Background: an optimization exercise with open tools, aiming at small area, a short achievable clock period and few clock cycles per item. Do not read the settings as production practice.
RTL that was checked went through simulation tests only; none was proved equivalent to the original.

## before
Design teleop_drive_and_gimbal_command_unit, start of the top module:
module teleop_drive_and_gimbal_command_unit
(
    input  logic        i_clk,
    input  logic        i_rst_n,
    input  logic [39:0] s_axis_tdata,
    input  logic        s_axis_tvalid,
    output logic        s_axis_tready,
    output logic [87:0] m_axis_tdata,
    output logic        m_axis_tvalid,
    input  logic        m_axis_tready,
    input  logic        i_cfg_we,
    input  logic [2:0]  i_cfg_idx,
    input  logic [19:0] i_cfg_data
);
For scale: ~160 I/O pins, roughly 33000 um^2 of cells after synthesis.
Settings: LEC_CHECK=0, ABC_AREA=1, CAP_MARGIN=20, CORE_MARGIN=2, CORE_UTILIZATION=55, PLACE_DENSITY=0.72, SETUP_SLACK_MARGIN=4.0, SLEW_MARGIN=20; clock period 8.0 ns.
run.sh (not shown) runs the stock make flow with config.mk's settings and CLKGATE_MAP_FILE= SYNTH_SCRIPT=/design/flow/synth_recipe.tcl, a recipe that flattens the netlist after the stock synthesis.
## Diff of input files: after against before
--- a/flow/design.v
+++ b/flow/design.v
@@ -170,89 +170,79 @@
     assign s_axis_tready = w_adv & ~w_cfg_busy;
     assign w_accept      = s_axis_tvalid & s_axis_tready;
     logic signed [7:0] w_turn;
     logic [7:0]        w_thr;
     logic              w_spin_r;
     logic              w_spin_l;
     logic [7:0]        w_mag;
     logic [1:0]        w_fwd;
     logic [8:0]        w_m1;
-    logic [34:0]       w_dec;
+    logic [10:0]       w_m3;
+    logic [45:0]       w_dec;
     assign w_turn   = $signed(s_axis_tdata[7:0]);
     assign w_thr    = {1'b0, w_spin_thr};
     assign w_spin_r = w_turn > $signed(w_thr);
     assign w_spin_l = w_turn < $signed(8'd0 - w_thr);
     always_comb begin
         if (w_spin_r) begin
             w_fwd = 2'b10;
             w_mag = tdgc_pkg::SPIN_SPEED;
         end else if (w_spin_l) begin
             w_fwd = 2'b01;
             w_mag = tdgc_pkg::SPIN_SPEED;
         end else begin
             w_fwd = {2{~s_axis_tdata[15]}};
             w_mag = s_axis_tdata[15] ? 8'(8'd0 - s_axis_tdata[15:8]) : s_axis_tdata[15:8];
         end
     end
     assign w_m1  = {1'b0, s_axis_tdata[39:32]} + 9'd1;
-    assign w_dec = {w_fwd, w_mag, w_m1, s_axis_tdata[23:16], s_axis_tdata[31:24]};
+    assign w_m3  = {2'b00, s_axis_tdata[39:32], 1'b0} + {3'b000, s_axis_tdata[39:32]} + 11'd3;
+    assign w_dec = {w_fwd, w_mag, w_m1, w_m3, s_axis_tdata[23:16], s_axis_tdata[31:24]};
     logic [1:0]  r_fwd1, r_fwd2, r_fwd3, r_fwd4;
     logic [7:0]  r_pan1, r_pan2, r_pan3, r_pan4;
     logic [7:0]  r_tilt1, r_tilt2, r_tilt3, r_tilt4;
     logic [7:0]  r_mag1;
     logic [8:0]  r_m1_1;
+    logic [10:0] r_m3_1;
     logic [15:0] r_x2;
     logic [15:0] r_x3;
     logic [21:0] r_w3;
     logic [29:0] r_pa4_s;
     logic [29:0] r_pa4_c;
     logic [7:0]  r_wl4;
     logic [2:0]  r_c4;
     logic [15:0] w_x;
     logic [29:0] w_pa_s;
     logic [29:0] w_pa_c;
     logic [29:0] w_prow [9];
     logic [29:0] w_csa1 [6];
     logic [29:0] w_csa2 [4];
     logic [29:0] w_csa3 [3];
     logic [21:0] w_w;
     logic [15:0] w_xrow [4];
-    logic [8:0]  w_magx;
-    logic [2:0]  w_xd [4];
-    logic [3:0]  w_xneg;
-    logic [9:0]  w_xm [4];
     logic [21:0] w_wrow [4];
     logic [8:0]  w_modx;
     logic [2:0]  w_bd [4];
     logic [3:0]  w_neg;
     logic [16:0] w_bm [4];
     logic [8:0]  w_wd;
     logic [2:0]  w_wc;
     logic [29:0] w_sum;
     logic [27:0] w_duty;
-    assign w_magx = {r_mag1, 1'b0};
     always_comb begin
-        for (int j = 0; j < 4; j++) begin
-            w_xd[j]   = (j == 3) ? {1'b0, r_mag1[7] | (r_mag1[6] & r_mag1[5]),
-                                    r_mag1[7] | r_mag1[6] | r_mag1[5]} : w_magx[2*j +: 3];
-            w_xneg[j] = w_xd[j][2] & ~(w_xd[j][1] & w_xd[j][0]);
-            case (w_xd[j])
-                3'b001, 3'b010: w_xm[j] = {1'b0, r_m1_1};          
-                3'b011:         w_xm[j] = {r_m1_1, 1'b0};          
-                3'b100:         w_xm[j] = ~{r_m1_1, 1'b0};         
-                3'b101, 3'b110: w_xm[j] = ~{1'b0, r_m1_1};         
-                default:        w_xm[j] = '0;
+        for (int i = 0; i < 4; i++) begin
+            case (r_mag1[2*i +: 2])
+                2'd0:    w_xrow[i] = '0;
+                2'd1:    w_xrow[i] = {7'd0, r_m1_1} << (2 * i);
+                2'd2:    w_xrow[i] = {6'd0, r_m1_1, 1'b0} << (2 * i);
+                default: w_xrow[i] = {5'd0, r_m3_1} << (2 * i);
             endcase
         end
-        w_xrow[0] = {{6{w_xneg[0]}}, w_xm[0]};
-        w_xrow[1] = {{4{w_xneg[1]}}, w_xm[1], 1'b0, w_xneg[0]};
-        w_xrow[2] = {{2{w_xneg[2]}}, w_xm[2], 1'b0, w_xneg[1], 2'b00};
-        w_xrow[3] = {w_xm[3], 1'b0, w_xneg[2], 4'b0000};
     end
     assign w_x     = w_xrow[0] + w_xrow[1] + w_xrow[2] + w_xrow[3];
     assign w_modx = {1'b0, w_fs_mod, 1'b0};
     always_comb begin
         for (int j = 0; j < 4; j++) begin
             w_bd[j]  = w_modx[2*j +: 3];
             w_neg[j] = w_bd[j][2] & ~(w_bd[j][1] & w_bd[j][0]);
             case (w_bd[j])
                 3'b001, 3'b010: w_bm[j] = {1'b0, r_x2};            
@@ -311,19 +301,19 @@
                 r_v2        <= r_v1;
                 r_v3        <= r_v2;
                 r_v4        <= r_v3;
                 r_out_valid <= r_v4;
             end
         end
     end
     always_ff @(posedge i_clk) begin
         if (w_adv) begin
-            {r_fwd1, r_mag1, r_m1_1, r_pan1, r_tilt1} <= w_dec;
+            {r_fwd1, r_mag1, r_m1_1, r_m3_1, r_pan1, r_tilt1} <= w_dec;
             r_x2    <= w_x;
             r_fwd2  <= r_fwd1;
             r_pan2  <= r_pan1;
             r_tilt2 <= r_tilt1;
             r_x3    <= r_x2;
             r_w3    <= w_w;
             r_fwd3  <= r_fwd2;
             r_pan3  <= r_pan2;
             r_tilt3 <= r_tilt2;
### Flow results
Critical path depth, after vs before: up by more than a quarter
after reports a higher register area than before does.
Compared with before, after ends up with less cell area.
Synthesized netlist cell count across before and after: no real change.
Looking at layout-stage area growth over the synthesis result across before and after, the one that comes out lower is after.
Taking before as the reference, in after via count level; number of cell instances on the worst register-to-register path moved up; pre-CTS worst setup slack moved up.
On wire length, before and after are neck and neck.
On die area, after does worse than before.
No functional check of the RTL was part of any run of this note.

---

maple:
teleop_drive_and_gimbal_command_unit, a different RTL version from the one above (not shown whole).
For scale: about 3900 cells after synthesis, roughly 160 I/O pins, roughly 0.035 mm^2 of cells after synthesis.
make LEC_CHECK=0 ABC_AREA=1 CAP_MARGIN=20 CORE_MARGIN=2 CORE_UTILIZATION=55 PLACE_DENSITY=0.72 SETUP_SLACK_MARGIN=4.0 SLEW_MARGIN=20 finish   # period 8.0 ns
Testbench counts of maple, summed over its fixed seeds: cycles 2,440, items 2,400.
> inputs changed (maple -> zinc)
-- flow/design.v --
<<< maple, line 178
    logic [8:0]        w_m1;
    logic [10:0]       w_m3;
    logic [11:0]       w_m9;
    logic [57:0]       w_dec;
    assign w_turn   = $signed(s_axis_tdata[7:0]);
    assign w_thr    = {1'b0, w_spin_thr};
>>> zinc, line 178
    logic [8:0]        w_m1;
    logic [10:0]       w_m3;
    logic [45:0]       w_dec;
    assign w_turn   = $signed(s_axis_tdata[7:0]);
    assign w_thr    = {1'b0, w_spin_thr};
<<< maple, line 198
    assign w_m1  = {1'b0, s_axis_tdata[39:32]} + 9'd1;
    assign w_m3  = {2'b00, s_axis_tdata[39:32], 1'b0} + {3'b000, s_axis_tdata[39:32]} + 11'd3;
    assign w_m9  = {1'b0, s_axis_tdata[39:32], 3'b000} + {4'd0, s_axis_tdata[39:32]} + 12'd9;
    assign w_dec = {w_fwd, w_mag, w_m1, w_m3, w_m9, s_axis_tdata[23:16], s_axis_tdata[31:24]};
    logic [1:0]  r_fwd1, r_fwd2, r_fwd3, r_fwd4;
    logic [7:0]  r_pan1, r_pan2, r_pan3, r_pan4;
>>> zinc, line 197
    assign w_m1  = {1'b0, s_axis_tdata[39:32]} + 9'd1;
    assign w_m3  = {2'b00, s_axis_tdata[39:32], 1'b0} + {3'b000, s_axis_tdata[39:32]} + 11'd3;
    assign w_dec = {w_fwd, w_mag, w_m1, w_m3, s_axis_tdata[23:16], s_axis_tdata[31:24]};
    logic [1:0]  r_fwd1, r_fwd2, r_fwd3, r_fwd4;
    logic [7:0]  r_pan1, r_pan2, r_pan3, r_pan4;
<<< maple, line 206
    logic [8:0]  r_m1_1;
    logic [10:0] r_m3_1;
    logic [11:0] r_m9_1;
    logic [16:0] r_x3_2;
    logic [15:0] r_x2;
    logic [15:0] r_x3;
>>> zinc, line 204
    logic [8:0]  r_m1_1;
    logic [10:0] r_m3_1;
    logic [15:0] r_x2;
    logic [15:0] r_x3;
<<< maple, line 224
    logic [21:0] w_w;
    logic [15:0] w_xrow [4];
    logic [16:0] w_x3row [4];
    logic [16:0] w_x3;
    logic [21:0] w_wrow [4];
    logic [7:0]  w_mod8;
    logic [8:0]  w_wd;
    logic [2:0]  w_wc;
>>> zinc, line 220
    logic [21:0] w_w;
    logic [15:0] w_xrow [4];
    logic [8:0]  w_wd;
    logic [2:0]  w_wc;
<<< maple, line 243
    end
    assign w_x     = w_xrow[0] + w_xrow[1] + w_xrow[2] + w_xrow[3];
    always_comb begin
        for (int i = 0; i < 4; i++) begin
            case (r_mag1[2*i +: 2])
                2'd0:    w_x3row[i] = '0;
                2'd1:    w_x3row[i] = {6'd0, r_m3_1} << (2 * i);
                2'd2:    w_x3row[i] = {5'd0, r_m3_1, 1'b0} << (2 * i);
                default: w_x3row[i] = {5'd0, r_m9_1} << (2 * i);
            endcase
        end
    end
    assign w_x3    = w_x3row[0] + w_x3row[1] + w_x3row[2] + w_x3row[3];
    assign w_mod8 = {1'b0, w_fs_mod};
    always_comb begin
        for (int i = 0; i < 4; i++) begin
            case (w_mod8[2*i +: 2])
                2'd0:    w_wrow[i] = '0;
                2'd1:    w_wrow[i] = {6'd0, r_x2} << (2 * i);
                2'd2:    w_wrow[i] = {5'd0, r_x2, 1'b0} << (2 * i);
                default: w_wrow[i] = {5'd0, r_x3_2} << (2 * i);
            endcase
        end
    end
    function automatic logic [59:0] f_csa(input logic [29:0] a, input logic [29:0] b,
                                          input logic [29:0] c);
>>> zinc, line 235
    end
    assign w_x     = w_xrow[0] + w_xrow[1] + w_xrow[2] + w_xrow[3];
    function automatic logic [59:0] f_csa(input logic [29:0] a, input logic [29:0] b,
                                          input logic [29:0] c);
<<< maple, line 288
        {w_pa_s, w_pa_c} = f_csa(w_csa3[0], w_csa3[1], w_csa3[2]);
    end
    assign w_w     = w_wrow[0] + w_wrow[1] + w_wrow[2] + w_wrow[3];
    assign w_wd    = {2'b00, r_w3[6:0]} + {2'b00, r_w3[13:7]} + {2'b00, r_w3[20:14]} +
                     {8'd0, r_w3[21]};
>>> zinc, line 258
        {w_pa_s, w_pa_c} = f_csa(w_csa3[0], w_csa3[1], w_csa3[2]);
    end
    assign w_w     = {6'd0, r_x2} * {15'd0, w_fs_mod};
    assign w_wd    = {2'b00, r_w3[6:0]} + {2'b00, r_w3[13:7]} + {2'b00, r_w3[20:14]} +
                     {8'd0, r_w3[21]};
<<< maple, line 315
    always_ff @(posedge i_clk) begin
        if (w_adv) begin
            {r_fwd1, r_mag1, r_m1_1, r_m3_1, r_m9_1, r_pan1, r_tilt1} <= w_dec;
            r_x2    <= w_x;
            r_x3_2  <= w_x3;
            r_fwd2  <= r_fwd1;
            r_pan2  <= r_pan1;
>>> zinc, line 285
    always_ff @(posedge i_clk) begin
        if (w_adv) begin
            {r_fwd1, r_mag1, r_m1_1, r_m3_1, r_pan1, r_tilt1} <= w_dec;
            r_x2    <= w_x;
            r_fwd2  <= r_fwd1;
            r_pan2  <= r_pan1;
## What came out
Xor and xnor area share after synthesis: zinc < maple. Re overall fraction of global-route tracks in use: zinc is 0.88 points down on maple. maple was routed with more vias than zinc. zinc has completed all stages; timing, DRC and antenna checks passed. On zinc: starting density of the core is 0.25 points lower than what maple gave. Taking maple as the reference, in zinc via count of the first global-routing pass fell by 1015, post-synthesis instance area fell by about 2.8%, number of standard cells after synthesis fell by 2.3%, critical path depth fell by 2. In zinc relative to maple, count of different cell masters after synthesis had gone up by more than 10%. In the flow results for maple and zinc, the routed length on met1 is smaller on zinc. In the flow results for maple and zinc, the portion of the layout cell area used by non-clock buffers is smaller on maple. Per the comparison of zinc with maple, setup slack down 0.38 ns, number of antenna violations at the first check in global routing higher.
For zinc, only the layout was checked, not whether the RTL still works.

static timing again, ports no longer ideal:
Ports are ideal in the flow. The routed layouts listed here were re-timed in OpenROAD. Step 1, drivers: a clkbuf_16 drives i_clk and a buf_2 each remaining input, both assumed. Step 2 adds t to the input delays and takes it off the output delays; t is the mean of the earliest and latest rising clock arrival at the registers after step 1. Input paths then give back, and output paths get back, about the clock's delay inside the block. a / b / c = ideal / step 1 / step 2; a / b = the first two.
| run | t (ns) | setup WS [ns] | worst setup path after step 2 | worst slew at a driven data input, ns |
|---|---|---|---|---|
| before | 0.657 | 3.517 / 3.517 / 3.517 | register to register | 0.08 |
| after | 0.681 | 3.502 / 3.502 / 3.502 | register to register | 0.07 |
| maple | 0.682 | 4.046 / 4.046 / 3.798 | input to register | 0.06 |
| zinc | 0.655 | 3.664 / 3.664 / 3.664 | register to register | 0.09 |
After both steps setup and hold are still met in every run listed. For maple, which loses most, drivers alone change the setup slack by 0.000 ns; drivers and shift together by -0.248 ns.
